This design comes from an exercise in tuning for small area on the open sky130 flow, not from production work. RTL that was checked went through simulation tests only; none was proved equivalent to the original. The RTL of runs 3 and 4 was laid out without a check of its function.

## design/flow/config.mk

```make
export PLATFORM = sky130hd
export DESIGN_NAME = svpwm_top
export DESIGN_NICKNAME = svpwm_top
export VERILOG_FILES = /design/flow/design.v
export SDC_FILE = /design/flow/constraint.sdc
export NUM_CORES = 4
export LEC_CHECK = 0
export ABC_AREA = 1
export CAP_MARGIN = 0
export CORE_MARGIN = 2
export CORE_UTILIZATION = 65
export SLEW_MARGIN = 0
```

## design/flow/constraint.sdc

```tcl
create_clock -name core_clock -period 10.0 [get_ports {clk}]
set_input_delay 2.0000 -clock core_clock [delete_from_list [all_inputs] [get_ports {clk}]]
set_output_delay 2.0000 -clock core_clock [all_outputs]
set_load 0.01 [all_outputs]
```

## design/flow/design.v

```verilog
package svpwm_pkg;
    typedef logic signed [16-1:0] sample_t;
    typedef logic [16-1:0] duty_t;
endpackage
`timescale 1ns/1ps
module space_vector_modulator
(
    input  logic        clk,
    input  logic        reset,
    input  svpwm_pkg::sample_t alpha,
    input  svpwm_pkg::sample_t beta,
    input  logic        in_valid,
    output logic        in_ready,
    output logic [11:0] duty_u,
    output logic [11:0] duty_v,
    output logic [11:0] duty_w,
    output logic        duty_valid,
    output logic        duty_write
);
    localparam logic [15:0] PERIOD = 16'(3000);
    logic [2:0] st;
    logic [15:0] a_r, b_r;
    logic        f_m, f_small, f_same, f_p, f_c, f_e;
    function automatic logic [15:0] radd(input logic [15:0] a, input logic [15:0] b, input logic cin);
        logic c;
        c = cin;
        for (int i = 0; i < 16; i++) begin
            radd[i] = a[i] ^ b[i] ^ c;
            c = (a[i] & b[i]) | (c & (a[i] ^ b[i]));
        end
    endfunction
    function automatic logic [15:0] sra1(input logic [15:0] x);
        sra1 = {x[15], x[15:1]};
    endfunction
    function automatic logic [11:0] clamp_duty(input svpwm_pkg::sample_t x);
        if (x < svpwm_pkg::sample_t'(20)) begin
            clamp_duty = 12'(20);
        end else if (x > svpwm_pkg::sample_t'(2980)) begin
            clamp_duty = 12'(2980);
        end else begin
            clamp_duty = x[11:0];
        end
    endfunction
    assign in_ready   = (st == 3'd0);
    assign duty_write = (st == 3'd6);
    logic m, sa;
    assign m  = f_m;
    assign sa = a_r[15];
    logic [24:0] a9, a137;
    logic [15:0] a_scaled;
    always_comb begin
        logic c;
        logic [24:0] x, y;
        x = {{9{a_r[15]}}, a_r};
        y = {{6{a_r[15]}}, a_r, 3'b0};
        c = 1'b0;
        for (int i = 0; i < 25; i++) begin
            a9[i] = x[i] ^ y[i] ^ c;
            c = (x[i] & y[i]) | (c & (x[i] ^ y[i]));
        end
        y = {{2{a_r[15]}}, a_r, 7'b0};
        c = 1'b0;
        for (int i = 0; i < 25; i++) begin
            a137[i] = a9[i] ^ y[i] ^ c;
            c = (a9[i] & y[i]) | (c & (a9[i] ^ y[i]));
        end
    end
    assign a_scaled = radd({a_r[14:0], 1'b0}, ~a137[24:9], a_r[8:0] == 9'd0);
    logic [15:0] abs_b, pp, qq, vv, other, hh, s_half, t_raw;
    logic        a_min, b_min, is_small, same;
    assign abs_b    = b_r;
    assign pp       = radd(abs_b, a_r, 1'b0);
    assign qq       = radd(abs_b, ~a_r, 1'b1);
    assign a_min    = (a_r == 16'h8000);
    assign b_min    = m && abs_b[15];
    assign is_small = !a_min && (b_min || (sa ? pp[15] : qq[15]));
    assign same     = (sa == m);
    assign vv       = sa ? pp : qq;
    assign other    = sa ? qq : pp;
    assign hh       = {(pp[15] & qq[15]) | (pp[15] & abs_b[14]) | (qq[15] & abs_b[14]), abs_b[14:0]};
    assign s_half   = is_small ? {1'b0, other[15:1]} : hh;
    always_comb begin
        if (is_small) begin
            t_raw = same ? abs_b : ~sra1(vv);
        end else begin
            t_raw = m ? sra1(qq) : sra1(pp);
        end
    end
    logic [15:0] ww, xo, yo, ysum;
    logic [11:0] cz, cx, cy;
    logic [1:0] sec;
    assign sec  = f_small ? (f_same ? 2'd1 : 2'd2) : 2'd0;
    logic [15:0] rr;
    logic        d0;
    assign d0   = f_p ^ a_r[0];
    assign rr   = radd(a_r ^ {16{!m}}, {PERIOD[15:2], m ? {1'b0, !f_p} : {f_p, !f_p}}, 1'b0);
    assign ww   = {m ? (rr > 16'd38769) : rr[15], rr[15:1]};
    assign xo   = radd(~ww, {PERIOD[15:2], m ? {d0, !d0} : {1'b0, !d0}}, 1'b0);
    assign ysum = radd(ww, b_r, f_c ^ m);
    assign yo   = {ysum[15] ^ f_e, ysum[14:0]};
    assign cz   = clamp_duty(ww);
    assign cx   = clamp_duty(xo);
    assign cy   = clamp_duty(yo);
    always_ff @(posedge clk) begin
        if (in_ready) begin
            a_r <= alpha;
            b_r <= radd(beta ^ {16{beta[15]}}, 16'd0, beta[15]);
            f_m <= beta[15];
        end else if (st == 3'd1) begin
            a_r <= a_scaled;
        end else if (st == 3'd2) begin
            a_r     <= s_half;
            b_r     <= t_raw ^ {16{m}};
            f_small <= is_small;
            f_same  <= same;
            f_p     <= !is_small && pp[0];
            f_c     <= is_small && !same && !vv[0];
            f_e     <= b_min && (a_r == 16'd0);
        end
        if (duty_write) begin
            case (sec)
                2'd0:    begin duty_u <= cy; duty_v <= cx; duty_w <= cz; end
                2'd1:    begin duty_u <= cx; duty_v <= cy; duty_w <= cz; end
                default: begin duty_u <= cz; duty_v <= cx; duty_w <= cy; end
            endcase
        end
    end
    always_ff @(posedge clk or posedge reset) begin
        if (reset) begin
            st         <= 3'd7;
            duty_valid <= 1'b0;
        end else begin
            duty_valid <= duty_write;
            if (st == 3'd0) begin
                st <= in_valid ? 3'd1 : 3'd0;
            end else if (st == 3'd6 || st == 3'd7) begin
                st <= 3'd0;
            end else begin
                st <= st + 3'd1;
            end
        end
    end
endmodule
`timescale 1ns/1ps
module pwm_carrier
(
    input  logic        clk,
    input  logic        reset,
    output logic [11:0] carrier_count,
    output logic        period_start,
    output logic        period_next
);
    logic count_up;
    logic [11:0] count_next;
    always_comb begin
        logic t;
        t = 1'b1;
        for (int i = 0; i < 12; i++) begin
            count_next[i] = carrier_count[i] ^ t;
            t = t && (carrier_count[i] == count_up);
        end
    end
    always_ff @(posedge clk or posedge reset) begin
        if (reset) begin
            carrier_count <= '0;
            count_up      <= 1'b1;
        end else if (count_up) begin
            carrier_count <= count_next;
            if (carrier_count == 12'(3000 - 1)) begin
                count_up <= 1'b0;
            end
        end else begin
            carrier_count <= count_next;
            if (carrier_count == 12'd1) begin
                count_up <= 1'b1;
            end
        end
    end
    assign period_start = (carrier_count == '0);
    assign period_next  = !count_up && (carrier_count == 12'd1);
endmodule
`timescale 1ns/1ps
module pwm_phase_leg
(
    input  logic        clk,
    input  logic        reset,
    input  logic [11:0] duty,
    input  logic        duty_load,
    input  logic        active_valid,
    input  logic [11:0] carrier_count,
    output logic        gate_hi,
    output logic        gate_lo
);
    logic [11:0] active_duty;
    logic        raw;
    logic        raw_q;
    logic [3:0]  dead_cnt;
    always_ff @(posedge clk) begin
        if (duty_load) begin
            active_duty <= duty;
        end
    end
    logic below;
    always_comb begin
        below = 1'b0;
        for (int i = 0; i < 12; i++) begin
            below = active_duty[i] ? (!carrier_count[i] || below) : (!carrier_count[i] && below);
        end
    end
    assign raw = active_valid && below;
    always_ff @(posedge clk or posedge reset) begin
        if (reset) begin
            raw_q    <= 1'b0;
            dead_cnt <= 4'(10);
        end else begin
            raw_q <= raw;
            if (raw != raw_q) begin
                dead_cnt <= 4'(10);
            end else if (dead_cnt != '0) begin
                dead_cnt <= dead_cnt - 1'b1;
            end
        end
    end
    assign gate_hi = (dead_cnt == '0) && raw_q;
    assign gate_lo = (dead_cnt == '0) && !raw_q;
endmodule
`timescale 1ns/1ps
module svpwm_top
(
    input  logic       clk,
    input  logic       reset,
    input  svpwm_pkg::sample_t    alpha,
    input  svpwm_pkg::sample_t    beta,
    input  logic       in_valid,
    output logic       in_ready,
    output svpwm_pkg::duty_t      duty_u,
    output svpwm_pkg::duty_t      duty_v,
    output svpwm_pkg::duty_t      duty_w,
    output logic       duty_valid,
    output logic [2:0] gate_hi,
    output logic [2:0] gate_lo
);
    logic [11:0] carrier_count;
    logic        period_start;
    logic        period_next;
    logic [11:0] du, dv, dw;
    logic        duty_write;
    logic        pending_valid;
    logic        active_valid;
    logic        active_load;
    space_vector_modulator u_modulator (
        .clk        (clk),
        .reset      (reset),
        .alpha      (alpha),
        .beta       (beta),
        .in_valid   (in_valid),
        .in_ready   (in_ready),
        .duty_u     (du),
        .duty_v     (dv),
        .duty_w     (dw),
        .duty_valid (duty_valid),
        .duty_write (duty_write)
    );
    assign duty_u = {4'b0, du};
    assign duty_v = {4'b0, dv};
    assign duty_w = {4'b0, dw};
    pwm_carrier u_carrier (
        .clk           (clk),
        .reset         (reset),
        .carrier_count (carrier_count),
        .period_start  (period_start),
        .period_next   (period_next)
    );
    always_ff @(posedge clk or posedge reset) begin
        if (reset) begin
            pending_valid <= 1'b0;
            active_valid  <= 1'b0;
        end else begin
            if (duty_valid) begin
                pending_valid <= 1'b1;
            end
            if (period_start) begin
                active_valid <= pending_valid;
            end
        end
    end
    assign active_load = (period_start && !duty_valid) || (period_next && duty_write);
    pwm_phase_leg u_leg_u (
        .clk           (clk),
        .reset         (reset),
        .duty          (du),
        .duty_load     (active_load),
        .active_valid  (active_valid),
        .carrier_count (carrier_count),
        .gate_hi       (gate_hi[0]),
        .gate_lo       (gate_lo[0])
    );
    pwm_phase_leg u_leg_v (
        .clk           (clk),
        .reset         (reset),
        .duty          (dv),
        .duty_load     (active_load),
        .active_valid  (active_valid),
        .carrier_count (carrier_count),
        .gate_hi       (gate_hi[1]),
        .gate_lo       (gate_lo[1])
    );
    pwm_phase_leg u_leg_w (
        .clk           (clk),
        .reset         (reset),
        .duty          (dw),
        .duty_load     (active_load),
        .active_valid  (active_valid),
        .carrier_count (carrier_count),
        .gate_hi       (gate_hi[2]),
        .gate_lo       (gate_lo[2])
    );
endmodule
```

## design/flow/flow/run.sh

```bash
#!/bin/bash
# Standard ORFS layout with two changes: an area-oriented ABC mapping script
# (flow/abc_area.script, used through ABC_AREA=1) and single-drive port buffers.
set -euo pipefail
here=$(pwd)
rm -rf "$here/scripts"
cp -r "$FLOW_HOME/scripts" "$here/scripts"
cp "$here/flow/abc_area.script" "$here/scripts/abc_area.script"
bash standard.sh "SCRIPTS_DIR=$here/scripts" \
    "BUFFER_PORTS_ARGS=-buffer_cell sky130_fd_sc_hd__buf_1" \
    "CTS_ARGS=-sink_clustering_enable -repair_clock_nets -sink_clustering_size 24 -sink_clustering_max_diameter 120 -dont_use_dummy_load -buf_list sky130_fd_sc_hd__clkbuf_8" \
    finish > "$here/flow_make.log" 2>&1
```

## design/flow/flow/abc_area.script

```
&get -n
&st
&deepsyn -J 50 -T 60
&dch -f
&nf -a
&put
topo
stime -c
```

## design/flow/standard.sh

```bash
#!/bin/bash
# synth_recipe.tcl (not shown) runs the flow's synth.tcl, then flattens the netlist and writes it again
# the make line also repeats each setting of config.mk as NAME=value (left out here)
make -C /OpenROAD-flow-scripts/flow DESIGN_CONFIG=/design/flow/config.mk WORK_HOME=/design/flow/orfs CLKGATE_MAP_FILE= SYNTH_SCRIPT=/design/flow/synth_recipe.tcl "${@:-finish}"
```

==> metrics.yaml, run 1 <==
finish:
  fill_cells: 1222
  final_cells: 1304
  final_core_util: 0.7239
  syn2layout_area_growth_pct: 8.795
  num_antenna_cells: 0
  drive_gt1_frac: 0.05607
  final_nets: 1271
setup_path:
  setup.worst_path.end_class: "flop"
  reg2reg_slack_ns: 0.46
  crit_top_cell: "fa_1"
  criticalPathCategory: "flop to flop"
  startpoint_type: "flop"
  cp_slowest_stage_delay_ns: 0.96
  worst_path_max_delay_cell: "nor3_1"
  crit_arrival_ns: 9.74
  path_delay_family: "adder cells"
  required_ns: 10.20
  critPathBufInv: 3
  cp_max_fo: 7
detailed_routing:
  drcViolationCount: 0
  ant_nets: 0
  vias: 8036
  viasPerCell: 6.163
  dr.first_iter.drc_count: 645
  routed_wl_mm: 26.03
  firstDrtPassIters: 5
  wire_per_inst_um: 19.96
sta:
  drv_slew: 0
  rsz0062_at_grt: "no"
  skew_ns: 0.02255
  fin_crit_sh: 0.9537
  hold_viol: 0
  max_freq_mhz: 104.9
  tightest_slew_ns: 1.127
  setup-violations-final: 0
  min_period_ns: 9.537
  slew_headroom: 0.2429
  fin_tns_setup_ns: 0
yosys:
  yosys.area.top_type_share: 0.3125
  synth_top_area_cell: "edfxtp_1"
  netlist_top_cells_area: "edfxtp_1 (31%), fa_1 (16%), ha_1 (7.5%)"
  netlist_area_um2: 10570
  synth_common_cells: "clkinv_1 (115), edfxtp_1 (110), fa_1 (83)"
  synth_cell_types: 57
  ys_seq_elements: 144
  synthCells: 974
  synth_edf_count: 110
  syn_area_per_cell_um2: 10.85
  synth.most_common_cell: "clkinv_1"
  async_reset_ff_frac: 0.2361
  yosysWarnings: 4
  ys.flop_type: "edfxtp_1"
  yosysSeqAreaShare: 0.3942
clock_network:
  cts_num_sinks: 144
  max-clock-path-buffers: 2
  clkLatencyLatePin_ns: 0.45
  cts-root-buf: "clkbuf_8"
  h-tree-depth: 4
  clk_pin_slew_ns: 0.07
  cts_tree: "done"
  cts_buffers: 17
global_route:
  grt_pass1_vias: 8225
  antenna_found_initial: 0
  grt.total_usage: 0.3194
  grt_max_degree: 39
  grt_pass1_wl_mm: 43.03
  grt_overflow: 0
floorplanning:
  initial_utilization: 0.6654
  die_h_um: 131.5
  row_count: 46
  core_area_um2: 15890
  die-area_um2: 17300
  dieWidth_um: 131.5
  io_pins: 91
place:
  gp_congestion: 0.9330
  place_inst: 1285
  dp_hpwl_mm: 20.61
  port_buffers: 78
run:
  cap_violations: 0
run_status:
  status: "timing/DRC/antenna clean"
hold_path:
  hold_class: "flop to flop"
path summary, 6_finish.rpt:
kind | startpoint | to | cells after the start
worst min-delay path | u_modulator.duty_w[0]$_DFFE_PP_ | u_leg_w.active_duty[0]$_DFFE_PP_ | 0
worst min register to register | u_modulator.duty_w[0]$_DFFE_PP_ | u_leg_w.active_duty[0]$_DFFE_PP_ | 0
worst max-delay path | u_modulator.a_r[0]$_DFFE_PP_ | u_modulator.a_r[6]$_DFFE_PP_ | 26
worst max register to register | u_modulator.a_r[0]$_DFFE_PP_ | u_modulator.a_r[6]$_DFFE_PP_ | 26
min in group asynchronous | reset | u_leg_v.raw_q$_DFF_PP0_ | 3
max in group asynchronous | reset | u_carrier.count_up$_DFF_PP1_ | 3
registers in the layout, summed over array words and instances, names as in the netlist, 3 cells and up:
register / flops
u_modulator.duty_u: 12
u_modulator.b_r: 16
u_leg_v.dead_cnt: 4
u_leg_w.active_duty: 12
u_modulator.duty_v: 12
u_leg_w.dead_cnt: 4
u_leg_u.active_duty: 12
u_modulator.st: 3
u_leg_v.active_duty: 12
u_leg_u.dead_cnt: 4
u_modulator.a_r: 16
u_carrier.carrier_count: 12
u_modulator.duty_w: 12
placed cells by master (no fill, tap or decap), drive strengths merged, types with 7 or more instances in the layout:
cell type  count
and2           7
a222oi        11
a221oi         9
conb          12
o221ai        16
xor2          26
dfrtp         24
xnor2         34
nand4          7
a21o           7
nor2b          9
clkbuf        17
o31ai          8
buf          104
dfstp         10
a22oi         15
nand2         67
o22ai         23
o21ai         33
edfxtp       110
nand3         14
ha            63
a21oi         61
a22o          14
clkinv       115
fa            83
nor2          77
nor3          26
nand2b        11
metrics by stage:
stage,setup WS (ns),instance area (µm²),hold slack (ns)
global route,0.03041,11500,0.4719
CTS,0.09355,11470,0.4532
floorplan,0.4369,10610,0.4396
detailed placement,0.1124,11230,0.4334
finish,0.4628,11500,0.4521
global placement,0.2375,11230,0.4358
final cells by class:
cell class	count	area [µm²]	area share
Timing Repair Buffer	104	488.0	0.04243
Inverter	115	431.7	0.03754
Sequential cell	144	4167	0.3623
Multi-Input combinational cell	708	5909	0.5139
Clock buffer	17	234.0	0.02035
Tap cell	216	270.3	0.02350
per-layer routing:
metal  wire length, µm  vias up  track usage
met1             10030     3875       0.3951
met4              1165        0       0.1510
met5                 0        -            0
met2             13270      355       0.5518
met3              1550       78      0.05015
li1                  -     3728            -
repair_timing:
item | 4_1_cts | 5_1_grt
setup endpoints to repair | 0 | 4
hold buffers | 0 | 0
gates resized for setup | 0 | 6
buffers inserted | 0 | 2
worst reg2reg max path, stage by stage (launching register included):
cell and delay [ns]:
edfxtp_1 0.46, buf_4 0.19, ha_1 0.18, fa_1 0.18, clkinv_1 0.09, fa_1 0.46, fa_1 0.47, fa_1 0.46
fa_1 0.47, fa_1 0.46, fa_1 0.47, fa_1 0.47, fa_1 0.47, fa_1 0.47, fa_1 0.47, fa_1 0.47
fa_1 0.43, clkinv_1 0.07, fa_1 0.28, nor2_1 0.06, a21oi_1 0.21, nand2_1 0.13, nand2_1 0.24, nand2_1 0.22
nor3_1 0.96, a221oi_1 0.23, o21ai_0 0.22
kinds of logic after synthesis:
kind of cell	share of synthesized area
and+or+nand+nor	0.1046
adders and majority gates	0.2327
muxes	0.009233
AOI/OAI and AO/OA	0.1555
buffers and inverters	0.05362
xor gates and xnor gates	0.04972
other	0.0003548
DFF	0.3942
==> run 2, diff against run 1 <==
--- a/design/flow/config.mk
+++ b/design/flow/config.mk
@@ -8,5 +8,5 @@
 export ABC_AREA = 1
 export CAP_MARGIN = 0
 export CORE_MARGIN = 2
-export CORE_UTILIZATION = 65
+export CORE_UTILIZATION = 40
 export SLEW_MARGIN = 0
==> run 2 against run 1 <==
Net effect: critical path depth rose by 5; largest cell class unchanged; hold slack improved by 0.0048 ns; cell area increased by 1.1%.
==> metrics.yaml, run 2 <==
run_status:
  status: "timing/DRC/antenna clean"
sta:
  min_period_ns: 9.521
  slew_headroom: 0.1194
  skew_ns: 0.03763
  holdWs_ns: 0.4569
  drv_slew: 0
  fin_crit_sh: 0.9521
  tightest_slew_ns: 1.307
  fin_tns_setup_ns: 0
  max_freq_mhz: 105.0
  setup-violations-final: 0
  rsz0062_at_grt: "no"
  hold_viol: 0
setup_path:
  startpoint_type: "flop"
  required_ns: 10.28
  worst_path_max_delay_cell: "fa_1"
  crit_arrival_ns: 9.80
  setup.worst_path.end_class: "flop"
  cp_max_fo: 3
  criticalPathCategory: "flop to flop"
  cp_slowest_stage_delay_ns: 0.57
  crit_top_cell: "fa_1"
global_route:
  use_met2: 0.3464
  use_met3: 0.03636
  grt_max_degree: 40
  grt_overflow: 0
  met1_usage: 0.2718
  grt-busiest-layer: "met2"
  grt_pass1_vias: 8035
  grt.total_usage: 0.2053
  grt_pass1_wl_mm: 44.82
  antenna_found_initial: 0
finish:
  drive_gt1_frac: 0.05341
  num_antenna_cells: 0
  fill_cells: 2510
  syn2layout_area_growth_pct: 10.03
  final_common_cell: "clkinv_1"
  top_regs: "u_modulator.a_r (16), u_modulator.b_r (16)"
  design_area_um2: 11630
  final_core_util: 0.4476
  final_cell_mix: "clkinv_1 (115), edfxtp_1 (110), fa_1 (78), buf_1 (78), nor2_1 (77)"
  final_nets: 1269
yosys:
  synth_top_area_cell: "edfxtp_1"
  async_reset_ff_frac: 0.2361
  syn_area_per_cell_um2: 10.85
  synth.most_common_cell: "clkinv_1"
  yosysSeqAreaShare: 0.3942
  yosysWarnings: 4
  ys.flop_type: "edfxtp_1"
  synth_cell_types: 57
  synth_common_cells: "clkinv_1 (115), edfxtp_1 (110), fa_1 (83)"
  yosys.area.top_type_share: 0.3125
  netlist_area_um2: 10570
  ys_seq_elements: 144
  netlist_top_cells_area: "edfxtp_1 (31%), fa_1 (16%), ha_1 (7.5%)"
  synth_edf_count: 110
  synthCells: 974
floorplanning:
  die_h_um: 166.6
  row_count: 59
  dieWidth_um: 166.6
  io_pins: 91
  die-area_um2: 27740
  initial_utilization: 0.4068
  core_area_um2: 25980
place:
  dp_hpwl_mm: 22.04
  gp_congestion: 0.8820
  place_area_um2: 11370
  port_buffers: 78
clock_network:
  cts_num_sinks: 144
  cts_buffers: 17
  clkLatencyLatePin_ns: 0.45
  h-tree-depth: 4
  holdBufCountCts: 0
  cts_tree: "done"
  cts-root-buf: "clkbuf_8"
  clk_pin_slew_ns: 0.09
  max-clock-path-buffers: 2
detailed_routing:
  wire_per_inst_um: 19.62
  ant_nets: 0
  vias: 8079
  viasPerCell: 5.685
  drcViolationCount: 0
  dr.first_iter.drc_count: 808
  routed_wl_mm: 27.87
  firstDrtPassIters: 7
run:
  cap_violations: 0
hold_path:
  hold_class: "flop to flop"
-- run 2: cell counts after synthesis --
Identical to the previous run, type by type.
-- run 2: final cells by class --
| type | instances | area (µm²) | share of cell area |
|---|---|---|---|
| Clock buffer | 17 | 234.0 | 0.02012 |
| Inverter | 115 | 431.7 | 0.03712 |
| Multi-Input combinational cell | 708 | 5906 | 0.5078 |
| Sequential cell | 144 | 4167 | 0.3583 |
| Tap cell | 335 | 419.2 | 0.03604 |
| Timing Repair Buffer | 102 | 473.0 | 0.04067 |
-- run 2: worst paths after layout --
| check | startpoint | end | slack, ns | depth (start not counted) |
|---|---|---|---|---|
| worst max-delay path | u_modulator.a_r[4]$_DFFE_PP_ | u_modulator.a_r[14]$_DFFE_PP_ | 0.48 | 31 |
| worst min-delay path | u_modulator.duty_w[0]$_DFFE_PP_ | u_leg_w.active_duty[0]$_DFFE_PP_ | 0.46 | 0 |
| worst max register to register | u_modulator.a_r[4]$_DFFE_PP_ | u_modulator.a_r[14]$_DFFE_PP_ | 0.48 | 31 |
| worst min register to register | u_modulator.duty_w[0]$_DFFE_PP_ | u_leg_w.active_duty[0]$_DFFE_PP_ | 0.46 | 0 |
| max in group asynchronous | reset | u_leg_v.dead_cnt[1]$_DFFE_PP1P_ | 8.02 | 3 |
| min in group asynchronous | reset | u_leg_u.dead_cnt[0]$_DFFE_PP0P_ | 1.60 | 3 |
-- run 2: worst max-delay path: cells and delay by family, from the launching register on --
| family | cells | cell delay, ns |
|---|---|---|
| and+or+nand+nor | 1 | 0.07 |
| AOI/OAI and AO/OA | 5 | 0.62 |
| adders and majority gates | 20 | 7.88 |
| buffers and inverters | 5 | 0.37 |
| DFF | 1 | 0.43 |
-- run 2: logic make-up (layout without fill, tap and decap cells) --
| group | count (synthesis) | in the layout | synth area share |
|---|---|---|---|
| AO/OA/AOI/OAI | 240 | 240 | 0.1555 |
| XOR/XNOR | 60 | 60 | 0.04972 |
| adder cells (fa/ha/maj) | 147 | 147 | 0.2327 |
| buffers and inverters | 133 | 234 | 0.05362 |
| flip-flops | 144 | 144 | 0.3942 |
| multiplexers | 9 | 9 | 0.009233 |
| other | 1 | 12 | 0.0003548 |
| AND/OR/NAND/NOR | 240 | 240 | 0.1046 |
-- run 2: per-layer routing --
metal  wire length (µm)  vias up
met4                588        0
met2              13700      337
li1                   -     3730
met5                  0        -
met3               1581       47
met1              12000     3965
-- run 2: what timing repair did --
action,4_1_cts,5_1_grt
gates resized for setup,0,5
setup buffers,0,2
setup endpoints to repair,0,2
-- run 2: stage by stage --
step / setup slack, ns / std cells
floorplan: 0.4369 / 985
global placement: 0.2718 / 1402
detailed placement: 0.1007 / 1402
CTS: 0.05717 / 1419
global route: 0.01046 / 1421
finish: 0.4791 / 1421
==> run 3, diff against run 2 <==
--- a/design/flow/design.v
+++ b/design/flow/design.v
@@ -284,7 +284,7 @@
             end
         end
     end
-    assign active_load = (period_start && !duty_valid) || (period_next && duty_write);
+    assign active_load = period_next;
     pwm_phase_leg u_leg_u (
         .clk           (clk),
         .reset         (reset),
==> design/flow/flow/abc_area.script (replaced) <==
&get -n
&st
&deepsyn -I 8 -J 50 -T 240
&dch -f
&nf -a
&put
topo
stime -c
==> run 3 against run 2 <==
Net effect: core utilization decreased by 0.24 points; via count decreased by 1.5%; first-iteration DRC count down 9.5%; register-to-register slack got worse by 0.06 ns; global-route usage increased by 0.20 points; cell area down 0.53%; die area fell by 0.22%; wire length hardly changed; critical path type unchanged.
==> metrics.yaml, run 3 <==
run_status:
  status: "timing/DRC/antenna clean"
floorplanning:
  row_count: 59
  dieWidth_um: 166.4
  core_area_um2: 25980
  initial_utilization: 0.4059
  io_pins: 91
  die-area_um2: 27680
  die_h_um: 166.4
clock_network:
  cts_buffers: 17
  clk_pin_slew_ns: 0.11
  max-clock-path-buffers: 2
  clkLatencyLatePin_ns: 0.46
  cts_num_sinks: 144
  cts-root-buf: "clkbuf_8"
  h-tree-depth: 4
  holdBufCountCts: 0
  cts_tree: "done"
place:
  port_buffers: 78
  dp_hpwl_mm: 21.89
  gp_congestion: 0.9408
detailed_routing:
  routed_wl_mm: 27.89
  firstDrtPassIters: 5
  ant_nets: 0
  dr.first_iter.drc_count: 731
  vias: 7956
  wire_per_inst_um: 19.58
  drcViolationCount: 0
  viasPerCell: 5.587
setup_path:
  required_ns: 10.16
  cp_max_fo: 3
  reg2reg_to: "u_modulator.a_r[13]$_DFFE_PP_"
  critPathLaunch: "u_modulator.a_r[4]$_DFFE_PP_"
  r2r_cells: 28
  reg2reg_slack_ns: 0.42
  setup.worst_path.end_class: "flop"
  worst_path_max_delay_cell: "fa_1"
  startpoint_type: "flop"
  criticalPathCategory: "flop to flop"
  crit_top_cell: "fa_1"
  r2r-start: "u_modulator.a_r[4]$_DFFE_PP_"
  endpoint: "u_modulator.a_r[13]$_DFFE_PP_"
  crit_arrival_ns: 9.74
  cp_slowest_stage_delay_ns: 0.53
finish:
  fill_cells: 2491
  final_nets: 1272
  final_cell_mix: "clkinv_1 (123), edfxtp_1 (110), nor2_1 (84)"
  regArea_um2: 4167
  drive_gt1_frac: 0.04683
  syn2layout_area_growth_pct: 9.693
  multi_input_area_um2: 5837
  final_core_util: 0.4452
  top_regs: "u_modulator.a_r (16), u_modulator.b_r (16)"
  final_common_cell: "clkinv_1"
  num_antenna_cells: 0
sta:
  max_freq_mhz: 104.4
  fin_crit_sh: 0.9576
  rsz0062_at_grt: "no"
  holdWs_ns: 0.4400
  tightest_slew_ns: 0.9423
  skew_ns: 0.05649
  hold_viol: 0
  setup-violations-final: 0
  slew_headroom: 0.3695
  min_period_ns: 9.576
  drv_slew: 0
  fin_tns_setup_ns: 0
yosys:
  synth_edf_count: 110
  async_reset_ff_frac: 0.2361
  netlist_top_cells_area: "edfxtp_1 (31%), fa_1 (16%), ha_1 (7.5%)"
  ys_seq_elements: 144
  synth_top_area_cell: "edfxtp_1"
  synth_common_cells: "clkinv_1 (123), edfxtp_1 (110), nor2_1 (84)"
  yosysWarnings: 4
  synth_cell_types: 57
  netlist_area_um2: 10550
  synthCells: 980
  syn_area_per_cell_um2: 10.76
  synth.most_common_cell: "clkinv_1"
  yosysSeqAreaShare: 0.3951
  yosys.area.top_type_share: 0.3132
  ys.flop_type: "edfxtp_1"
global_route:
  antenna_found_initial: 0
  grt_max_degree: 39
  grt_overflow: 0
  grt.total_usage: 0.2074
  grt_pass1_vias: 8258
  grt_pass1_wl_mm: 44.96
run:
  cap_violations: 0
hold_path:
  hold_class: "flop to flop"
-- run 3: worst min path at each step --
stage | startpoint | depth (start not counted) | slack [ns] | to
2_1_floorplan | pending_valid$_DFFE_PP0P_ | 1 | 0.44 | pending_valid$_DFFE_PP0P_
3_3_place_gp | u_modulator.duty_v[7]$_DFFE_PP_ | 0 | 0.43 | u_leg_v.active_duty[7]$_DFFE_PP_
3_5_place_dp | u_modulator.duty_w[3]$_DFFE_PP_ | 0 | 0.43 | u_leg_w.active_duty[3]$_DFFE_PP_
4_1_cts | u_modulator.duty_v[11]$_DFFE_PP_ | 0 | 0.44 | u_leg_v.active_duty[11]$_DFFE_PP_
5_1_grt | u_modulator.duty_w[3]$_DFFE_PP_ | 0 | 0.46 | u_leg_w.active_duty[3]$_DFFE_PP_
6_report | u_modulator.duty_v[11]$_DFFE_PP_ | 0 | 0.44 | u_leg_v.active_duty[11]$_DFFE_PP_
-- run 3: cell families (layout without fill, tap and decap cells) --
logic type      count (synthesis)  after routing  synth area share
compound gates                242            242            0.1567
xor+xnor                       62             62           0.05149
fa+ha+maj                     148            148            0.2342
buf+inv                       141            239           0.05659
flops                         144            144            0.3951
mux                             1              1          0.001068
other cells                     1             12         0.0003556
simple gates                  241            241            0.1045
-- run 3: worst max-delay path: cells and delay by family, from the launching register on --
family | cells | cell delay [ns]
fa+ha+maj | 19 | 7.73
buf+inv | 4 | 0.32
flops | 1 | 0.43
compound gates | 5 | 0.80
-- run 3: metrics by stage --
stage | setup WS, ns | cells | cell area [µm²]
5_1_grt | 0.01535 | 1424 | 11570
6_report | 0.4240 | 1424 | 11570
2_1_floorplan | 0.5597 | 991 | 10590
4_1_cts | 0.2256 | 1422 | 11550
3_3_place_gp | 0.4291 | 1405 | 11310
3_5_place_dp | 0.2836 | 1405 | 11310
-- run 3: layer usage --
| metal | part of all wire | track usage | vias to the layer above | routed length, µm |
|---|---|---|---|---|
| met4 | 0.031 | 0.06934 | 0 | 860 |
| met1 | 0.43 | 0.2669 | 3873 | 12010 |
| met2 | 0.49 | 0.3564 | 288 | 13660 |
| met3 | 0.049 | 0.03432 | 57 | 1361 |
| met5 | 0 | 0 | - | 0 |
| li1 | - | - | 3738 | - |
-- run 3: layout make-up --
class | count | share of cell area
Multi-Input combinational cell | 706 | 0.5045
Sequential cell | 144 | 0.3602
Inverter | 123 | 0.03991
Timing Repair Buffer | 99 | 0.03894
Tap cell | 335 | 0.03623
Clock buffer | 17 | 0.02022
-- run 3: repair_timing --
item / 4_1_cts / 5_1_grt
endpoints found under the setup margin: 0 / 3
buffers inserted: 0 / 2
resized for setup: 0 / 2
==> run 4, diff against run 3 <==
--- a/design/flow/flow/run.sh
+++ b/design/flow/flow/run.sh
@@ -8,5 +8,5 @@
 cp "$here/flow/abc_area.script" "$here/scripts/abc_area.script"
 bash standard.sh "SCRIPTS_DIR=$here/scripts" \
     "BUFFER_PORTS_ARGS=-buffer_cell sky130_fd_sc_hd__buf_1" \
-    "CTS_ARGS=-sink_clustering_enable -repair_clock_nets -sink_clustering_size 24 -sink_clustering_max_diameter 120 -dont_use_dummy_load -buf_list sky130_fd_sc_hd__clkbuf_8" \
+    "CTS_ARGS=-sink_clustering_enable -repair_clock_nets -sink_clustering_size 30 -sink_clustering_max_diameter 150 -dont_use_dummy_load -buf_list sky130_fd_sc_hd__clkbuf_16" \
     finish > "$here/flow_make.log" 2>&1
==> run 4 against run 3 <==
Net effect: critical path depth did not move; core utilization rose by 0.74 points; cell area rose by 1.7%; register-to-register slack improved by 0.03 ns; clock-buffer cell count did not move; synthesized cell count did not move; largest cell class unchanged; sequential cell count did not move; still clean; hold slack got worse by 0.0027 ns; worst setup slack improved by 0.027 ns.
==> metrics.yaml, run 4 <==
run_status:
  status: "timing/DRC/antenna clean"
setup_path:
  setup.worst_path.end_class: "flop"
  cp_max_fo: 3
  cp_slowest_stage_delay_ns: 0.53
  r2r-start: "u_modulator.a_r[4]$_DFFE_PP_"
  reg2reg_slack_ns: 0.45
  crit_top_cell: "fa_1"
  r2r_cells: 28
  reg2reg_to: "u_modulator.a_r[13]$_DFFE_PP_"
  crit_arrival_ns: 9.70
  worst_path_max_delay_cell: "fa_1"
  criticalPathCategory: "flop to flop"
  required_ns: 10.15
  startpoint_type: "flop"
floorplanning:
  initial_utilization: 0.4059
  die-area_um2: 27680
  die_h_um: 166.4
  row_count: 59
  core_area_um2: 25980
  io_pins: 91
  dieWidth_um: 166.4
hold_path:
  hold_class: "flop to flop"
  hp-start: "u_modulator.duty_v[11]$_DFFE_PP_"
  hold_end: "u_leg_v.active_duty[11]$_DFFE_PP_"
  holdPathStages: 0
sta:
  fin_tns_setup_ns: 0
  tightest_slew_ns: 0.9314
  skew_ns: 0.03686
  drv_slew: 0
  setup-violations-final: 0
  fin_crit_sh: 0.9549
  hold_viol: 0
  holdWs_ns: 0.4373
  max_freq_mhz: 104.7
  slew_headroom: 0.3767
  rsz0062_at_grt: "no"
  min_period_ns: 9.549
  fin_ws_ns: 0.4512
yosys:
  synth_top_area_cell: "edfxtp_1"
  netlist_top_cells_area: "edfxtp_1 (31%), fa_1 (16%), ha_1 (7.5%)"
  netlist_area_um2: 10550
  async_reset_ff_frac: 0.2361
  synth_cell_types: 57
  syn_area_per_cell_um2: 10.76
  synth_edf_count: 110
  yosysWarnings: 4
  ys_seq_elements: 144
  yosysSeqAreaShare: 0.3951
  yosys.area.top_type_share: 0.3132
  synthCells: 980
  synth.most_common_cell: "clkinv_1"
  ys.flop_type: "edfxtp_1"
  synth_common_cells: "clkinv_1 (123), edfxtp_1 (110), nor2_1 (84)"
finish:
  num_antenna_cells: 0
  final_core_util: 0.4526
  top_regs: "u_modulator.a_r (16), u_modulator.b_r (16)"
  syn2layout_area_growth_pct: 11.51
  final_cells: 1424
  final_nets: 1272
  final_cell_mix: "clkinv_1 (123), edfxtp_1 (110), nor2_1 (84)"
  final_common_cell: "clkinv_1"
  drive_gt1_frac: 0.04683
clock_network:
  cts_buffers: 17
  clkLatencyLatePin_ns: 0.44
  clk_pin_slew_ns: 0.08
  cts-root-buf: "clkbuf_16"
  cts_num_sinks: 144
  holdBufCountCts: 0
  h-tree-depth: 4
  cts_tree: "done"
  max-clock-path-buffers: 2
detailed_routing:
  routed_wl_mm: 28.05
  vias: 7949
  viasPerCell: 5.582
  dr.first_iter.drc_count: 729
  firstDrtPassIters: 7
  drcViolationCount: 0
  wire_per_inst_um: 19.70
  ant_nets: 0
place:
  dp_hpwl_mm: 21.89
  place_inst: 1405
  port_buffers: 78
  dp_worst_setup_slack_ns: 0.2836
  gp_congestion: 0.9408
global_route:
  antenna_found_initial: 0
  grt_overflow: 0
  grt.total_usage: 0.2094
  grt_max_degree: 39
  grt_pass1_wl_mm: 45.15
  grt_pass1_vias: 8278
run:
  cap_violations: 0
[run 4: worst max-delay path, delay by kind of cell, from the launching register on]
family	cells	cell delay [ns]
DFF	1	0.42
buffers and inverters	4	0.32
AOI/OAI and AO/OA	5	0.80
adders and majority gates	19	7.73
[run 4: worst max path at each step]
stage / from / to / slack [ns] / depth (start not counted)
detailed placement: u_modulator.a_r[4]$_DFFE_PP_ / u_modulator.a_r[15]$_DFFE_PP_ / 0.28 / 30
CTS: u_modulator.a_r[4]$_DFFE_PP_ / u_modulator.a_r[13]$_DFFE_PP_ / 0.24 / 28
global placement: u_modulator.a_r[4]$_DFFE_PP_ / u_modulator.a_r[13]$_DFFE_PP_ / 0.43 / 28
finish: u_modulator.a_r[4]$_DFFE_PP_ / u_modulator.a_r[13]$_DFFE_PP_ / 0.45 / 28
floorplan: u_modulator.a_r[1]$_DFFE_PP_ / u_modulator.a_r[13]$_DFFE_PP_ / 0.56 / 28
global route: u_modulator.a_r[4]$_DFFE_PP_ / u_modulator.a_r[15]$_DFFE_PP_ / 0.03 / 30
[run 4: final cells by class]
cell class	instances	area, µm²
sequential	144	4167
fill	2461	14220
tap	335	419.2
timing repair buffer	99	450.4
multi-input combinational	706	5837
inverter	123	461.7
clock buffer	17	425.4
[run 4: kinds of logic after synthesis]
| group | synth area share |
|---|---|
| fa+ha+maj | 0.2342 |
| xor+xnor | 0.05149 |
| simple gates | 0.1045 |
| mux | 0.001068 |
| other cells | 0.0003556 |
| flops | 0.3951 |
| buf+inv | 0.05659 |
| compound gates | 0.1567 |
[run 4: layer usage]
metal	global-route usage	part of all wire	wire (µm)
met5	0	0	0
met4	0.07271	0.030	829
met3	0.03694	0.057	1603
met2	0.3579	0.49	13740
met1	0.2688	0.42	11870
[run 4: through the flow]
step | cell area, µm²
floorplan | 10590
global placement | 11310
global route | 11760
finish | 11760
CTS | 11740
detailed placement | 11310
[run 4: timing repair]
item,CTS,global route
gates resized for setup,0,2
buffers inserted,0,2
endpoints found under the setup margin,0,3
==> run 5, diff against run 4 <==
--- a/design/flow/design.v
+++ b/design/flow/design.v
@@ -20,7 +20,7 @@
     localparam logic [15:0] PERIOD = 16'(3000);
     logic [2:0] st;
     logic [15:0] a_r, b_r;
-    logic        f_m, f_small, f_same, f_p, f_c, f_e;
+    logic        f_m, f_small, f_same, f_p, f_c;
     function automatic logic [15:0] radd(input logic [15:0] a, input logic [15:0] b, input logic cin);
         logic c;
         c = cin;
@@ -97,7 +97,7 @@
     assign ww   = {m ? (rr > 16'd38769) : rr[15], rr[15:1]};
     assign xo   = radd(~ww, {PERIOD[15:2], m ? {d0, !d0} : {1'b0, !d0}}, 1'b0);
     assign ysum = radd(ww, b_r, f_c ^ m);
-    assign yo   = {ysum[15] ^ f_e, ysum[14:0]};
+    assign yo   = ysum;
     assign cz   = clamp_duty(ww);
     assign cx   = clamp_duty(xo);
     assign cy   = clamp_duty(yo);
@@ -110,12 +110,11 @@
             a_r <= a_scaled;
         end else if (st == 3'd2) begin
             a_r     <= s_half;
-            b_r     <= t_raw ^ {16{m}};
+            b_r     <= t_raw ^ {b_min && (a_r == 16'd0), 15'd0} ^ {16{m}};
             f_small <= is_small;
             f_same  <= same;
             f_p     <= !is_small && pp[0];
             f_c     <= is_small && !same && !vv[0];
-            f_e     <= b_min && (a_r == 16'd0);
         end
         if (duty_write) begin
             case (sec)
--- a/design/flow/flow/run.sh
+++ b/design/flow/flow/run.sh
@@ -8,5 +8,5 @@
 cp "$here/flow/abc_area.script" "$here/scripts/abc_area.script"
 bash standard.sh "SCRIPTS_DIR=$here/scripts" \
     "BUFFER_PORTS_ARGS=-buffer_cell sky130_fd_sc_hd__buf_1" \
-    "CTS_ARGS=-sink_clustering_enable -repair_clock_nets -sink_clustering_size 30 -sink_clustering_max_diameter 150 -dont_use_dummy_load -buf_list sky130_fd_sc_hd__clkbuf_16" \
+    "CTS_ARGS=-sink_clustering_enable -repair_clock_nets -sink_clustering_size 24 -sink_clustering_max_diameter 120 -dont_use_dummy_load -buf_list sky130_fd_sc_hd__clkbuf_8" \
     finish > "$here/flow_make.log" 2>&1
==> run 5 against run 4 <==
Net effect: sequential cell count decreased by 1; highest routed layer unchanged; first-iteration DRC count decreased by 21%; global-route usage decreased by 1.6 points; hold slack got worse by 0.0027 ns; via count decreased by 2.1%; still clean on timing, DRC and antenna; die area decreased by 0.49%.
==> metrics.yaml, run 5 <==
run_status:
  status: "timing/DRC/antenna clean"
sta:
  fin_tns_setup_ns: 0
  fin_crit_sh: 0.9476
  drv_slew: 0
  hold_viol: 0
  setup-violations-final: 0
  rsz0062_at_grt: "no"
  max_freq_mhz: 105.5
  slew_headroom: 0.2710
  tightest_slew_ns: 1.093
  skew_ns: 0.03867
  min_period_ns: 9.476
clock_network:
  clk_pin_slew_ns: 0.08
  h-tree-depth: 4
  clkLatencyLatePin_ns: 0.45
  cts-root-buf: "clkbuf_8"
  cts_num_sinks: 143
  cts_buffers: 17
  cts_tree: "done"
  max-clock-path-buffers: 2
setup_path:
  criticalPathCategory: "flop to flop"
  critPathLaunch: "u_modulator.a_r[4]$_DFFE_PP_"
  setup.worst_path.end_class: "flop"
  crit_arrival_ns: 9.66
  crit_top_cell: "fa_1"
  r2r_cells: 29
  cp_slowest_stage_delay_ns: 0.52
  startpoint_type: "flop"
  required_ns: 10.18
  reg2reg_to: "u_modulator.a_r[15]$_DFFE_PP_"
  r2r-start: "u_modulator.a_r[4]$_DFFE_PP_"
  worst_path_max_delay_cell: "fa_1"
  cp_max_fo: 2
  reg2reg_slack_ns: 0.52
  endpoint: "u_modulator.a_r[15]$_DFFE_PP_"
floorplanning:
  core_area_um2: 25910
  row_count: 59
  die_h_um: 166.0
  io_pins: 91
  die-area_um2: 27550
  dieWidth_um: 166.0
  initial_utilization: 0.4050
yosys:
  ys_seq_elements: 143
  yosysSeqAreaShare: 0.3942
  async_reset_ff_frac: 0.2378
  netlist_area_um2: 10490
  synth_common_cells: "clkinv_1 (117), edfxtp_1 (109), fa_1 (83)"
  synth_edf_count: 109
  synth_top_area_cell: "edfxtp_1"
  synth_top_family_by_area: "adder cells"
  synthCells: 972
  yosys.area.top_type_share: 0.3119
  synth.most_common_cell: "clkinv_1"
  ys.flop_type: "edfxtp_1"
  syn_area_per_cell_um2: 10.80
  synth_adder_area_share: 0.2335
  synth_compound_area_frac: 0.1530
  yosys.area_share.simple: 0.09968
  synth_xor_area_frac: 0.04924
  netlist_top_cells_area: "edfxtp_1 (31%), fa_1 (16%), ha_1 (7.5%)"
  synthMuxAreaShare: 0.01538
  yosysWarnings: 4
  synth_cell_types: 55
place:
  dp_hpwl_mm: 20.70
  place_area_um2: 11270
  place_inst: 1398
  gp_congestion: 0.8984
  port_buffers: 78
finish:
  multi_input_area_um2: 5847
  final_nets: 1265
  final_common_cell: "clkinv_1"
  final_core_util: 0.4451
  syn2layout_area_growth_pct: 9.909
  final_cells: 1417
  num_antenna_cells: 0
  design_area_um2: 11530
  final_cell_mix: "clkinv_1 (117), edfxtp_1 (109), fa_1 (79)"
  top_regs: "u_modulator.a_r (16), u_modulator.b_r (16)"
  regArea_um2: 4136
  drive_gt1_frac: 0.05176
  fill_cells: 2468
detailed_routing:
  dr.first_iter.drc_count: 574
  viasPerCell: 5.493
  firstDrtPassIters: 5
  wire_per_inst_um: 18.48
  routed_wl_mm: 26.18
  ant_nets: 0
  vias: 7784
  drcViolationCount: 0
global_route:
  grt_pass1_vias: 7766
  grt_pass1_wl_mm: 42.26
  grt_overflow: 0
  grt.total_usage: 0.1933
  grt_max_degree: 43
  antenna_found_initial: 0
hold_path:
  hold_class: "flop to flop"
run:
  cap_violations: 0
-- run 5: changes by cell type after synthesis, sizes merged, moves of 6 or more --
cell / before / now
a221oi: 19 / 6
o21ai: 39 / 52
clkinv: 123 / 117
a22o: 6 / 16
a211oi: 3 / 14
o22ai: 21 / 28
nand3: 16 / 10
o211ai: 13 / 6
mux2i: 0 / 15
nor2: 84 / 71
-- run 5: worst max-delay path: cells and delay by family, from the launching register on --
| family | cells | cell delay (ns) |
|---|---|---|
| adders and majority gates | 20 | 7.84 |
| AOI/OAI and AO/OA | 5 | 0.59 |
| DFF | 1 | 0.40 |
| buffers and inverters | 3 | 0.21 |
| xor gates and xnor gates | 1 | 0.17 |
-- run 5: final cells by class --
cell class	count	share of cell area
multi-input cells	705	0.5069
repair buffers	100	0.03970
well taps	335	0.03634
flip-flops and latches	143	0.3586
clock buffers	17	0.02029
inverters	117	0.03808
-- run 5: stage by stage --
step                hold slack (ns)  setup slack (ns)
global placement             0.4397            0.2987
global route                 0.4595           0.05789
floorplan                    0.4396            0.3846
detailed placement           0.4439            0.1557
CTS                          0.4413            0.1582
finish                       0.4346            0.5242
-- run 5: cells by family (layout without fill, tap and decap cells) --
logic type | Yosys count | count (layout)
compound gates | 245 | 245
xor+xnor | 59 | 59
fa+ha+maj | 146 | 146
buf+inv | 135 | 234
flops | 143 | 143
mux | 16 | 16
other cells | 1 | 12
simple gates | 227 | 227
-- run 5: what timing repair did --
action	4_1_cts	5_1_grt
resized for setup	0	6
setup buffers	0	2
setup endpoints to repair	0	2
hold buffers	0	0
-- run 5: worst min path at each step --
stage / start / to / slack [ns] / depth (start not counted)
4_1_cts: u_modulator.duty_u[11]$_DFFE_PP_ / u_leg_u.active_duty[11]$_DFFE_PP_ / 0.44 / 0
2_1_floorplan: pending_valid$_DFFE_PP0P_ / pending_valid$_DFFE_PP0P_ / 0.44 / 1
5_1_grt: u_modulator.duty_w[10]$_DFFE_PP_ / u_leg_w.active_duty[10]$_DFFE_PP_ / 0.46 / 0
3_3_place_gp: u_modulator.duty_v[11]$_DFFE_PP_ / u_leg_v.active_duty[11]$_DFFE_PP_ / 0.44 / 0
6_report: u_modulator.duty_u[11]$_DFFE_PP_ / u_leg_u.active_duty[11]$_DFFE_PP_ / 0.43 / 0
3_5_place_dp: u_modulator.duty_u[11]$_DFFE_PP_ / u_leg_u.active_duty[11]$_DFFE_PP_ / 0.44 / 0
-- run 5: per-layer routing --
metal | vias to the layer above | track usage | share of wire
met5 | - | 0 | 0
met4 | 0 | 0.04764 | 0.013
met3 | 28 | 0.03599 | 0.050
met2 | 224 | 0.3278 | 0.49
met1 | 3852 | 0.2574 | 0.45
li1 | 3680 | - | -
==> run 6, diff against run 5 <==
--- a/design/flow/config.mk
+++ b/design/flow/config.mk
@@ -8,5 +8,5 @@
 export ABC_AREA = 1
 export CAP_MARGIN = 0
 export CORE_MARGIN = 2
-export CORE_UTILIZATION = 40
+export CORE_UTILIZATION = 60
 export SLEW_MARGIN = 0
==> run 6 against run 5 <==
Net effect: still clean on timing, DRC and antenna; critical path depth rose by 2; sequential share of layout area up 0.44 points; wire length decreased by 4.4%; synthesized cell count unchanged; worst setup slack got worse by 0.10 ns; first-iteration DRC count is 17% lower; global-route usage is 9.3 points higher; cell area fell by 1.2%.
==> metrics.yaml, run 6 <==
floorplanning:
  die-area_um2: 18560
  io_pins: 91
  die_h_um: 136.3
  core_area_um2: 17180
  dieWidth_um: 136.3
  row_count: 48
  initial_utilization: 0.6109
sta:
  max_freq_mhz: 104.4
  fin_tns_setup_ns: 0
  skew_ns: 0.02835
  tightest_slew_ns: 0.9311
  slew_headroom: 0.3770
  drv_slew: 0
  fin_crit_sh: 0.9578
  min_period_ns: 9.578
  hold_viol: 0
  rsz0062_at_grt: "no"
  setup-violations-final: 0
run:
  cap_violations: 0
setup_path:
  cp_slowest_stage_delay_ns: 0.55
  crit_arrival_ns: 9.77
  startpoint_type: "flop"
  crit_top_cell: "fa_1"
  setup.worst_path.end_class: "flop"
  critPathLaunch: "u_modulator.a_r[4]$_DFFE_PP_"
  r2r-start: "u_modulator.a_r[4]$_DFFE_PP_"
  required_ns: 10.19
  worst_path_max_delay_cell: "fa_1"
  criticalPathCategory: "flop to flop"
  cp_max_fo: 2
yosys:
  synth_top_family_by_area: "adder cells"
  synthMuxAreaShare: 0.01538
  synth_cell_types: 55
  synth.most_common_cell: "clkinv_1"
  yosysSeqAreaShare: 0.3942
  yosys.area.top_type_share: 0.3119
  yosysWarnings: 4
  synth_edf_count: 109
  synth_compound_area_frac: 0.1530
  synth_top_area_cell: "edfxtp_1"
  synth_adder_area_share: 0.2335
  synth_xor_area_frac: 0.04924
  synth_common_cells: "clkinv_1 (117), edfxtp_1 (109), fa_1 (83)"
  syn_area_per_cell_um2: 10.80
  synthCells: 972
  netlist_top_cells_area: "edfxtp_1 (31%), fa_1 (16%), ha_1 (7.5%)"
  ys_seq_elements: 143
  ys.flop_type: "edfxtp_1"
  yosys.area_share.simple: 0.09968
  async_reset_ff_frac: 0.2378
  netlist_area_um2: 10490
clock_network:
  cts_tree: "done"
  max-clock-path-buffers: 2
  h-tree-depth: 4
  cts_buffers: 17
  clkLatencyLatePin_ns: 0.45
  holdBufCountCts: 0
  cts-root-buf: "clkbuf_8"
  clk_pin_slew_ns: 0.08
  cts_num_sinks: 143
detailed_routing:
  viasPerCell: 5.959
  vias: 7794
  firstDrtPassIters: 6
  ant_nets: 0
  routed_wl_mm: 25.04
  dr.first_iter.drc_count: 477
  wire_per_inst_um: 19.14
  drcViolationCount: 0
run_status:
  status: "timing/DRC/antenna clean"
finish:
  final_cell_mix: "clkinv_1 (117), edfxtp_1 (109), fa_1 (80)"
  syn2layout_area_growth_pct: 8.573
  final_common_cell: "clkinv_1"
  drive_gt1_frac: 0.04986
  final_core_util: 0.6633
  top_regs: "u_modulator.a_r (16), u_modulator.b_r (16)"
  final_nets: 1266
  num_antenna_cells: 0
hold_path:
  hp-start: "u_modulator.duty_w[1]$_DFFE_PP_"
  hold_class: "flop to flop"
place:
  port_buffers: 78
  dp_hpwl_mm: 19.79
  gp_congestion: 0.9077
global_route:
  grt_pass1_vias: 7946
  antenna_found_initial: 0
  grt_overflow: 0
  grt.total_usage: 0.2866
  grt_max_degree: 42
  grt_pass1_wl_mm: 40.39
-- run 6: cell type report --
class                      count  area (µm²)
inverter                     117       439.2
sequential                   143        4136
multi-input combinational    705        5837
clock buffer                  17       234.0
fill                        1404        5783
timing repair buffer         101       465.4
tap                          225       281.5
-- run 6: critical path, delay by kind of cell, from the launching register on --
| kind | cells | cell delay [ns] |
|---|---|---|
| AO/OA/AOI/OAI | 6 | 0.67 |
| adder cells (fa/ha/maj) | 20 | 7.85 |
| buffers and inverters | 5 | 0.37 |
| flip-flops | 1 | 0.41 |
-- run 6: timing repair --
item | CTS | global route
setup buffers | 0 | 1
resized for setup | 0 | 4
endpoints found under the setup margin | 0 | 2
-- run 6: final timing paths --
path | end | slack (ns) | cells after the start
max in group asynchronous | u_leg_u.dead_cnt[1]$_DFFE_PP1P_ | 8.04 | 3
worst min-delay path | u_leg_w.active_duty[1]$_DFFE_PP_ | 0.43 | 0
worst max-delay path | u_modulator.a_r[14]$_DFFE_PP_ | 0.42 | 31
worst max register to register | u_modulator.a_r[14]$_DFFE_PP_ | 0.42 | 31
worst min register to register | u_leg_w.active_duty[1]$_DFFE_PP_ | 0.43 | 0
min in group asynchronous | u_leg_u.dead_cnt[2]$_DFFE_PP0P_ | 1.60 | 3
-- run 6: cell families (layout without fill, tap and decap cells) --
group / after synthesis / in the layout
AOI/OAI and AO/OA: 245 / 245
and+or+nand+nor: 227 / 227
adders and majority gates: 146 / 146
DFF: 143 / 143
buffers and inverters: 135 / 235
xor gates and xnor gates: 59 / 59
muxes: 16 / 16
other: 1 / 12
-- run 6: through the flow --
step / hold WS, ns / setup WS, ns / instance area, µm² / instances
floorplan: 0.4396 / 0.3846 / 10540 / 983
global placement: 0.4313 / 0.2767 / 11140 / 1290
detailed placement: 0.4325 / 0.1845 / 11140 / 1290
CTS: 0.4311 / 0.1569 / 11380 / 1307
global route: 0.4441 / 0.02392 / 11390 / 1308
finish: 0.4328 / 0.4224 / 11390 / 1308
-- run 6: routing by layer --
metal / GRT usage / wire length, µm / share of wire
met2: 0.4897 / 12520 / 0.50
met1: 0.3539 / 10250 / 0.41
met4: 0.1163 / 890 / 0.036
met3: 0.06227 / 1381 / 0.055
met5: 0 / 0 / 0
==> run 7, diff against run 6 <==
==> design/flow/flow/abc_area.script (replaced) <==
&get -n
&st
&deepsyn -I 8 -J 50 -T 240
&put
strash
dch -f
amap -F 3 -A 10
topo
stime -c
==> run 7 against run 6 <==
Net effect: critical endpoint unchanged; die area shrank 1.1%; global-route usage rose by 2.3 points; synthesized area fell by 1.1%; non-clock buffer count is 3 higher; cell area decreased by 0.48%; sequential share of layout area grew 0.18 points; wire length grew 7.9%; still clean on timing, DRC and antenna; sequential cell count did not move; clock skew rose by 0.010 ns; register-to-register slack improved by 0.02 ns; final cell count grew 0.92%.
==> metrics.yaml, run 7 <==
run_status:
  status: "timing/DRC/antenna clean"
clock_network:
  cts_tree: "done"
  cts_buffers: 17
  holdBufCountCts: 0
  h-tree-depth: 4
  max-clock-path-buffers: 2
  cts_num_sinks: 143
  post_cts_buffers: 0
  cts-root-buf: "clkbuf_8"
  clk_pin_slew_ns: 0.09
  clkLatencyLatePin_ns: 0.46
  postCtsResizedCells: 0
yosys:
  synth_cell_types: 50
  netlist_area_um2: 10380
  ys.flop_type: "edfxtp_1"
  synthCells: 981
  ys_seq_elements: 143
  synth_common_cells: "clkinv_1 (171), edfxtp_1 (109), nor2_1 (108)"
  syn_area_per_cell_um2: 10.58
  synth.most_common_cell: "clkinv_1"
  async_reset_ff_frac: 0.2378
  yosys.area.top_type_share: 0.3154
  yosysWarnings: 4
  netlist_top_cells_area: "edfxtp_1 (32%), fa_1 (16%), ha_1 (7.6%)"
  synth_top_area_cell: "edfxtp_1"
  synth_edf_count: 109
  yosysSeqAreaShare: 0.3986
global_route:
  grt_pass1_wl_mm: 42.57
  grt.total_usage: 0.3091
  grt_max_degree: 39
  antenna_found_initial: 1
  grt_overflow: 0
  grt_pass1_vias: 7894
floorplanning:
  die_h_um: 135.5
  io_pins: 91
  initial_utilization: 0.6064
  dieWidth_um: 135.5
  die-area_um2: 18370
  row_count: 48
  core_area_um2: 17120
detailed_routing:
  viasPerCell: 6.268
  vias: 8274
  wire_per_inst_um: 20.47
  ant_nets: 0
  routed_wl_mm: 27.03
  drcViolationCount: 0
  dr.first_iter.drc_count: 992
  firstDrtPassIters: 8
setup_path:
  criticalPathCategory: "flop to flop"
  worst_path_max_delay_cell: "fa_1"
  cp_slowest_stage_delay_ns: 0.55
  crit_arrival_ns: 9.76
  setup.worst_path.end_class: "flop"
  path_delay_family: "adder cells"
  cp_max_fo: 4
  crit_top_cell: "fa_1"
  startpoint_type: "flop"
  required_ns: 10.21
  critPathBufInv: 5
place:
  gp_congestion: 0.9752
  dp_hpwl_mm: 21.33
  port_buffers: 78
  dp_worst_setup_slack_ns: 0.01833
sta:
  slew_headroom: 0.1590
  setup-violations-final: 0
  fin_ws_ns: 0.4472
  hold_viol: 0
  min_period_ns: 9.553
  fin_crit_sh: 0.9553
  max_freq_mhz: 104.7
  drv_slew: 0
  skew_ns: 0.03835
  tightest_slew_ns: 1.262
finish:
  num_antenna_cells: 0
  final_cell_mix: "clkinv_1 (170), edfxtp_1 (109), nor2_1 (107)"
  drive_gt1_frac: 0.06119
  final_core_util: 0.6624
  final_common_cell: "clkinv_1"
  top_regs: "u_modulator.a_r (16), u_modulator.b_r (16)"
  syn2layout_area_growth_pct: 9.247
  final_nets: 1278
run:
  cap_violations: 0
hold_path:
  hold_class: "flop to flop"
## run 7: layout make-up
class,count,area [µm²]
multi-input combinational,660,5555
inverter,171,643.1
timing repair buffer,104,488.0
clock buffer,17,234.0
fill,1398,5778
sequential,143,4136
tap,225,281.5
## run 7: path summary, 6_finish.rpt
kind | slack [ns] | startpoint | endpoint | depth (start not counted)
worst max-delay path | 0.45 | u_modulator.a_r[4]$_DFFE_PP_ | u_modulator.a_r[14]$_DFFE_PP_ | 32
max in group asynchronous | 8.03 | reset | u_modulator.st[2]$_DFF_PP1_ | 3
worst min register to register | 0.44 | u_modulator.duty_u[10]$_DFFE_PP_ | u_leg_u.active_duty[10]$_DFFE_PP_ | 0
worst max register to register | 0.45 | u_modulator.a_r[4]$_DFFE_PP_ | u_modulator.a_r[14]$_DFFE_PP_ | 32
worst min-delay path | 0.44 | u_modulator.duty_u[10]$_DFFE_PP_ | u_leg_u.active_duty[10]$_DFFE_PP_ | 0
min in group asynchronous | 1.61 | reset | u_leg_w.dead_cnt[0]$_DFFE_PP0P_ | 3
## run 7: metal layers
layer	GRT usage	wire, µm	share of wire	vias up
met5	0	0	0	-
met4	0.09722	578	0.021	0
met3	0.07445	2465	0.091	43
met2	0.4653	12180	0.45	393
met1	0.4473	11800	0.44	4014
li1	-	-	-	3824
## run 7: stage by stage
stage	setup TNS, ns	instances	hold slack (ns)	cell area [µm²]
after floorplan	0	992	0.4446	10420
after global placement	0	1303	0.4267	11080
after detailed placement	0	1303	0.4302	11080
after CTS	0	1320	0.4331	11310
after global routing	-0.004979	1320	0.4441	11340
final	0	1320	0.4358	11340
## run 7: cell families after synthesis
kind of cell / count (synthesis) / share of synthesized area
AND/OR/NAND/NOR: 204 / 0.08668
buffers and inverters: 189 / 0.07486
flip-flops: 143 / 0.3986
AO/OA/AOI/OAI: 296 / 0.2018
other: 1 / 0.0003613
adder cells (fa/ha/maj): 146 / 0.2360
XOR/XNOR: 2 / 0.001688

-- separate check: timing with driven ports --
The flow's constraints put no driver on any port. The routed layouts listed below were extracted and timed again, unchanged, in two steps.
Step 1 assumes that a clkbuf_16 drives the clock port and a buf_2 every other input.
Step 2 times the ports against the registers' clock, not the clock port: input delays grow and output delays shrink by t, the midpoint of the rising clock arrivals with the driver on.
Three values: ideal ports, drivers, drivers and shift; two values: the first two.
run	t, ns	setup slack, ns	latest minus earliest clock arrival (ns)	worst data-port slew with drivers (ns)	pins driven straight from the clock port
run 1	0.477	0.463 / 0.463 / 0.463	0.023 / 0.023	0.04	1
run 2	0.473	0.479 / 0.479 / 0.479	0.038 / 0.038	0.04	1
run 3	0.472	0.424 / 0.424 / 0.424	0.056 / 0.056	0.05	1
run 4	0.470	0.451 / 0.451 / 0.451	0.037 / 0.037	0.06	1
run 5	0.477	0.524 / 0.524 / 0.524	0.038 / 0.039	0.03	1
run 6	0.481	0.422 / 0.422 / 0.422	0.034 / 0.034	0.03	1
run 7	0.483	0.447 / 0.447 / 0.447	0.038 / 0.038	0.04	1
After both steps setup and hold are still met in every run listed.
